What follows belongs to an exercise in optimizing a design on an open flow for small area and a short achievable clock period; a production flow would make more cautious choices.
In this exercise RTL edits were held to simulation tests only and were not proved equivalent to the original.

==> inputs of 06-19 <==
// aa
module aa (
  input  logic        clk,
  input  logic        rst_n,
  input  logic        instr_valid,
  input  logic [31:0] instr,
  input  logic        ld_en,
  input  logic [4:0]  ld_addr,
  input  logic [15:0] ld_data,
  input  logic [4:0]  dbg_addr,
  output logic [15:0] dbg_data,
  output logic [15:0] sgpr,
  output logic        busy
);
==> module aa, before the edit <==
module aa (
  input  logic        clk,
  input  logic        rst_n,
  input  logic        instr_valid,
  input  logic [31:0] instr,
  input  logic        ld_en,
  input  logic [4:0]  ld_addr,
  input  logic [15:0] ld_data,
  input  logic [4:0]  dbg_addr,
  output logic [15:0] dbg_data,
  output logic [15:0] sgpr,
  output logic        busy
);
  logic [15:0] GPR [0:31];
  logic [15:0] SGPR;
  logic        r_exe;
  logic [15:0] x_a, x_b;       
  logic [4:0]  x_rdst;
  logic        x_we;           
  logic        x_mul;          
  logic        x_sgpr;         
  logic        x_sub;          
  logic [4:0]  i_op, i_rdst, i_rs1, i_rs2;
  logic        i_imm;
  logic [15:0] i_isrc;
  assign i_op   = instr[31:27];
  assign i_rdst = instr[26:22];
  assign i_rs1  = instr[21:17];
  assign i_imm  = instr[16];
  assign i_rs2  = instr[15:11];
  assign i_isrc = instr[15:0];
  logic i_movsg, i_mov, i_add, i_sub, i_mul, i_we;
  assign i_movsg = (i_op == 5'd0);
  assign i_mov   = (i_op == 5'd1);
  assign i_add   = (i_op == 5'd2);
  assign i_sub   = (i_op == 5'd3);
  assign i_mul   = (i_op == 5'd4);
  assign i_we    = i_movsg | i_mov | i_add | i_sub | i_mul;
  logic [15:0] rf_a, rf_b, rf_d;
  always_comb begin
    rf_a = '0;
    rf_b = '0;
    for (int i = 0; i < 32; i++) begin
      rf_a = rf_a | (GPR[i] & {16{i_rs1 == i}});
      rf_b = rf_b | (GPR[i] & {16{i_rs2 == i}});
    end
  end
  logic [15:0] dgrp [0:3];
  logic [2:0]  dbg_lo;
  logic [1:0]  dbg_hi;
  assign dbg_lo = dbg_addr[2:0];
  assign dbg_hi = dbg_addr[4:3];
  always_comb begin
    for (int g = 0; g < 4; g++) begin
      dgrp[g] = '0;
      for (int k = 0; k < 8; k++)
        dgrp[g] = dgrp[g] | (GPR[8*g+k] & {16{dbg_lo == k}});
    end
    rf_d = '0;
    for (int g = 0; g < 4; g++)
      rf_d = rf_d | (dgrp[g] & {16{dbg_hi == g}});
  end
  logic [31:0] prod;
  logic [15:0] sum;
  logic [15:0] res;
  mul16 u_mul (.a(x_a), .b(x_b), .p(prod));
  assign sum  = x_a + (x_b ^ {16{x_sub}}) + {15'd0, x_sub};
  assign res  = x_sgpr ? SGPR : (x_mul ? prod[15:0] : sum);
  logic fa_ex, fa_ld, fb_ex, fb_ld;
  assign fa_ex = x_we && (x_rdst == i_rs1);
  assign fa_ld = ld_en && (ld_addr == i_rs1);
  assign fb_ex = x_we && (x_rdst == i_rs2);
  assign fb_ld = ld_en && (ld_addr == i_rs2);
  logic sa_ex, sa_ld, sa_rf, sb_ex, sb_ld, sb_rf, sb_im;
  assign sa_ex = !(i_mov && i_imm) && fa_ex;
  assign sa_ld = !(i_mov && i_imm) && !fa_ex && fa_ld;
  assign sa_rf = !(i_mov && i_imm) && !fa_ex && !fa_ld;
  assign sb_im = i_imm;
  assign sb_ex = !i_imm && !i_mov && fb_ex;
  assign sb_ld = !i_imm && !i_mov && !fb_ex && fb_ld;
  assign sb_rf = !i_imm && !i_mov && !fb_ex && !fb_ld;
  logic [15:0] a_nx, b_nx;
  assign a_nx = (res & {16{sa_ex}}) | (ld_data & {16{sa_ld}}) | (rf_a & {16{sa_rf}});
  assign b_nx = (res & {16{sb_ex}}) | (ld_data & {16{sb_ld}}) | (rf_b & {16{sb_rf}})
              | (i_isrc & {16{sb_im}});
  logic [31:0] w_ex, w_ld, w_hold;
  always_comb begin
    for (int i = 0; i < 32; i++) begin
      w_ex[i]   = rst_n && x_we && (x_rdst == i);
      w_ld[i]   = rst_n && ld_en && (ld_addr == i) && !(x_we && (x_rdst == i));
      w_hold[i] = rst_n && !(ld_en && (ld_addr == i)) && !(x_we && (x_rdst == i));
    end
  end
  always_ff @(posedge clk) begin
    for (int i = 0; i < 32; i++)
      GPR[i] <= (res & {16{w_ex[i]}}) | (ld_data & {16{w_ld[i]}}) | (GPR[i] & {16{w_hold[i]}});
  end
  always_ff @(posedge clk) begin
    if (!rst_n) begin
      SGPR  <= 16'd0;
      r_exe <= 1'b0;
      x_we  <= 1'b0;
      x_mul <= 1'b0;
    end else begin
      if (x_mul) SGPR <= prod[31:16];
      r_exe <= instr_valid;
      x_we  <= instr_valid && i_we;
      x_mul <= instr_valid && i_mul;
    end
  end
  always_ff @(posedge clk) begin
    x_a    <= a_nx;
    x_b    <= b_nx;
    x_rdst <= i_rdst;
    x_sgpr <= i_movsg;
    x_sub  <= i_sub;
  end
  assign dbg_data = rf_d;
  assign sgpr     = SGPR;
  assign busy     = r_exe;
endmodule
==> flow/config.mk <==
export PLATFORM = sky130hd
export DESIGN_NAME = aa
export DESIGN_NICKNAME = aa
export VERILOG_FILES = /design/flow/design.v
export SDC_FILE = /design/flow/constraint.sdc
export NUM_CORES = 4
export LEC_CHECK = 0
export CAP_MARGIN = 20
export CORE_MARGIN = 2
export CORE_UTILIZATION = 30
export CTS_BUF_LIST = sky130_fd_sc_hd__clkbuf_4 sky130_fd_sc_hd__clkbuf_8
export CTS_CLUSTER_DIAMETER = 60
export CTS_CLUSTER_SIZE = 20
export PLACE_DENSITY = 0.36
export SETUP_SLACK_MARGIN = 4.1
export SLEW_MARGIN = 20
==> flow/constraint.sdc <==
create_clock -name core_clock -period 10.0 [get_ports {clk}]
set_input_delay 2.0000 -clock core_clock [delete_from_list [all_inputs] [get_ports {clk}]]
set_output_delay 2.0000 -clock core_clock [all_outputs]
set_load 0.01 [all_outputs]
run.sh (not shown) runs the stock make flow with config.mk's settings and CLKGATE_MAP_FILE= SYNTH_SCRIPT=/design/flow/synth_recipe.tcl, a recipe that flattens the netlist after the stock synthesis.
==> inputs of 12-21, as changes to 06-19 <==
==> flow/flow/run.sh (new file) <==
#!/bin/bash
set -e
export CTS_ARGS="-sink_clustering_enable -repair_clock_nets -sink_clustering_size 16 -sink_clustering_max_diameter 50 -buf_list {sky130_fd_sc_hd__clkbuf_4 sky130_fd_sc_hd__clkbuf_8} -dont_use_dummy_load"
bash standard.sh > standard.log 2>&1
==> flow/standard.sh (new file) <==
#!/bin/bash
# synth_recipe.tcl (not shown) runs the flow's synth.tcl, then flattens the netlist and writes it again
# the make line also repeats each setting of config.mk as NAME=value (left out here)
make -C /OpenROAD-flow-scripts/flow DESIGN_CONFIG=/design/flow/config.mk WORK_HOME=/design/flow/orfs CLKGATE_MAP_FILE= SYNTH_SCRIPT=/design/flow/synth_recipe.tcl "${@:-finish}"
==> flow/config.mk (replaced) <==
export PLATFORM = sky130hd
export DESIGN_NAME = aa
export DESIGN_NICKNAME = aa
export VERILOG_FILES = /design/flow/design.v
export SDC_FILE = /design/flow/constraint.sdc
export NUM_CORES = 4
export LEC_CHECK = 0
export CAP_MARGIN = 20
export CORE_MARGIN = 2
export CORE_UTILIZATION = 25
export CTS_BUF_LIST = sky130_fd_sc_hd__clkbuf_4 sky130_fd_sc_hd__clkbuf_8
export CTS_CLUSTER_DIAMETER = 50
export CTS_CLUSTER_SIZE = 16
export PLACE_DENSITY = 0.35
export SETUP_SLACK_MARGIN = 4.2
export SLEW_MARGIN = 20
removed: flow/run.sh
==> inputs of 02-08, as changes to 06-19 <==
--- a/flow/design.v
+++ b/flow/design.v
@@ -41,24 +41,11 @@
     rf_a = '0;
     rf_b = '0;
+    rf_d = '0;
     for (int i = 0; i < 32; i++) begin
       rf_a = rf_a | (GPR[i] & {16{i_rs1 == i}});
       rf_b = rf_b | (GPR[i] & {16{i_rs2 == i}});
+      rf_d = rf_d | (GPR[i] & {16{dbg_addr == i}});
     end
   end
-  logic [15:0] dgrp [0:3];
-  logic [2:0]  dbg_lo;
-  logic [1:0]  dbg_hi;
-  assign dbg_lo = dbg_addr[2:0];
-  assign dbg_hi = dbg_addr[4:3];
-  always_comb begin
-    for (int g = 0; g < 4; g++) begin
-      dgrp[g] = '0;
-      for (int k = 0; k < 8; k++)
-        dgrp[g] = dgrp[g] | (GPR[8*g+k] & {16{dbg_lo == k}});
-    end
-    rf_d = '0;
-    for (int g = 0; g < 4; g++)
-      rf_d = rf_d | (dgrp[g] & {16{dbg_hi == g}});
-  end
   logic [31:0] prod;
   logic [15:0] sum;
==> flow/config.mk (replaced) <==
export PLATFORM = sky130hd
export DESIGN_NAME = aa
export DESIGN_NICKNAME = aa
export VERILOG_FILES = /design/flow/design.v
export SDC_FILE = /design/flow/constraint.sdc
export NUM_CORES = 4
export LEC_CHECK = 0
export CAP_MARGIN = 20
export CORE_MARGIN = 2
export CORE_UTILIZATION = 25
export CTS_BUF_LIST = sky130_fd_sc_hd__clkbuf_4 sky130_fd_sc_hd__clkbuf_8
export PLACE_DENSITY = 0.35
export SETUP_SLACK_MARGIN = 4.2
export SLEW_MARGIN = 20
==> flow_summary.toml <==
[detailed_routing]
drt_pass1_iterations = 13
viasPerCell = 6.92

[status]
status = "no timing/DRC/antenna violations"

[final_layout]
fin_util = 0.305

[yosys]
yosysWarnings = 3

[sta]
period_needed_ps = 5990

[worst_setup_path]
crit_path_start = "instr[15]"
crit_path_end_kind = "register"
# the run above: 12-21

==> flow_summary.toml <==
[status]
status = "no timing/DRC/antenna violations"

[sta]
period_needed_ps = 5960

[final_layout]
fin_util = 0.365

[yosys]
yosysWarnings = 3

[detailed_routing]
drt_pass1_iterations = 9
viasPerCell = 7.25

[worst_setup_path]
crit_path_start = "dbg_addr[1]"
# the run above: 06-19

==> flow_summary.toml <==
[status]
status = "no timing/DRC/antenna violations"

[detailed_routing]
viasPerCell = 6.89
drt_pass1_iterations = 9

[yosys]
synth_fa_ha_area_frac = 0.122

[sta]
period_needed_ps = 5980

[worst_setup_path]
crit_path_end_kind = "output port"
crit_path_start = "dbg_addr[1]"

[final_layout]
fin_util = 0.324
diodes = 29
# the run above: 02-08

-- what the ideal ports hide --
The flow's constraints put no driver on any port. The routed layouts listed below were extracted and timed again, unchanged, in two steps. Step 1, drivers: a clkbuf_16 drives clk and a buf_2 each remaining input, both assumed. Step 2, shift: input delay + t, output delay - t, t = (earliest + latest rising clock arrival at the registers) / 2. This alone moves slack from input paths to output paths. a / b / c = no drivers / after step 1 / after step 2; a / b = the first two.
run | t, ns | setup slack, ns | worst setup path after step 2 | clock arrival spread, ns | worst data-port slew with drivers (ns)
06-19 | 0.912 | 4.043 / 3.961 / 3.417 | input to register | 0.114 / 0.114 | 0.18
12-21 | 0.892 | 4.006 / 3.925 / 3.145 | input to register | 0.116 / 0.115 | 0.23
02-08 | 0.944 | 4.024 / 3.962 / 3.701 | input to register | 0.071 / 0.070 | 0.06
After both steps every run listed still meets setup and hold. The setup slack of 12-21, which loses most, moves by -0.081 ns with the drivers and by -0.861 ns with both steps.
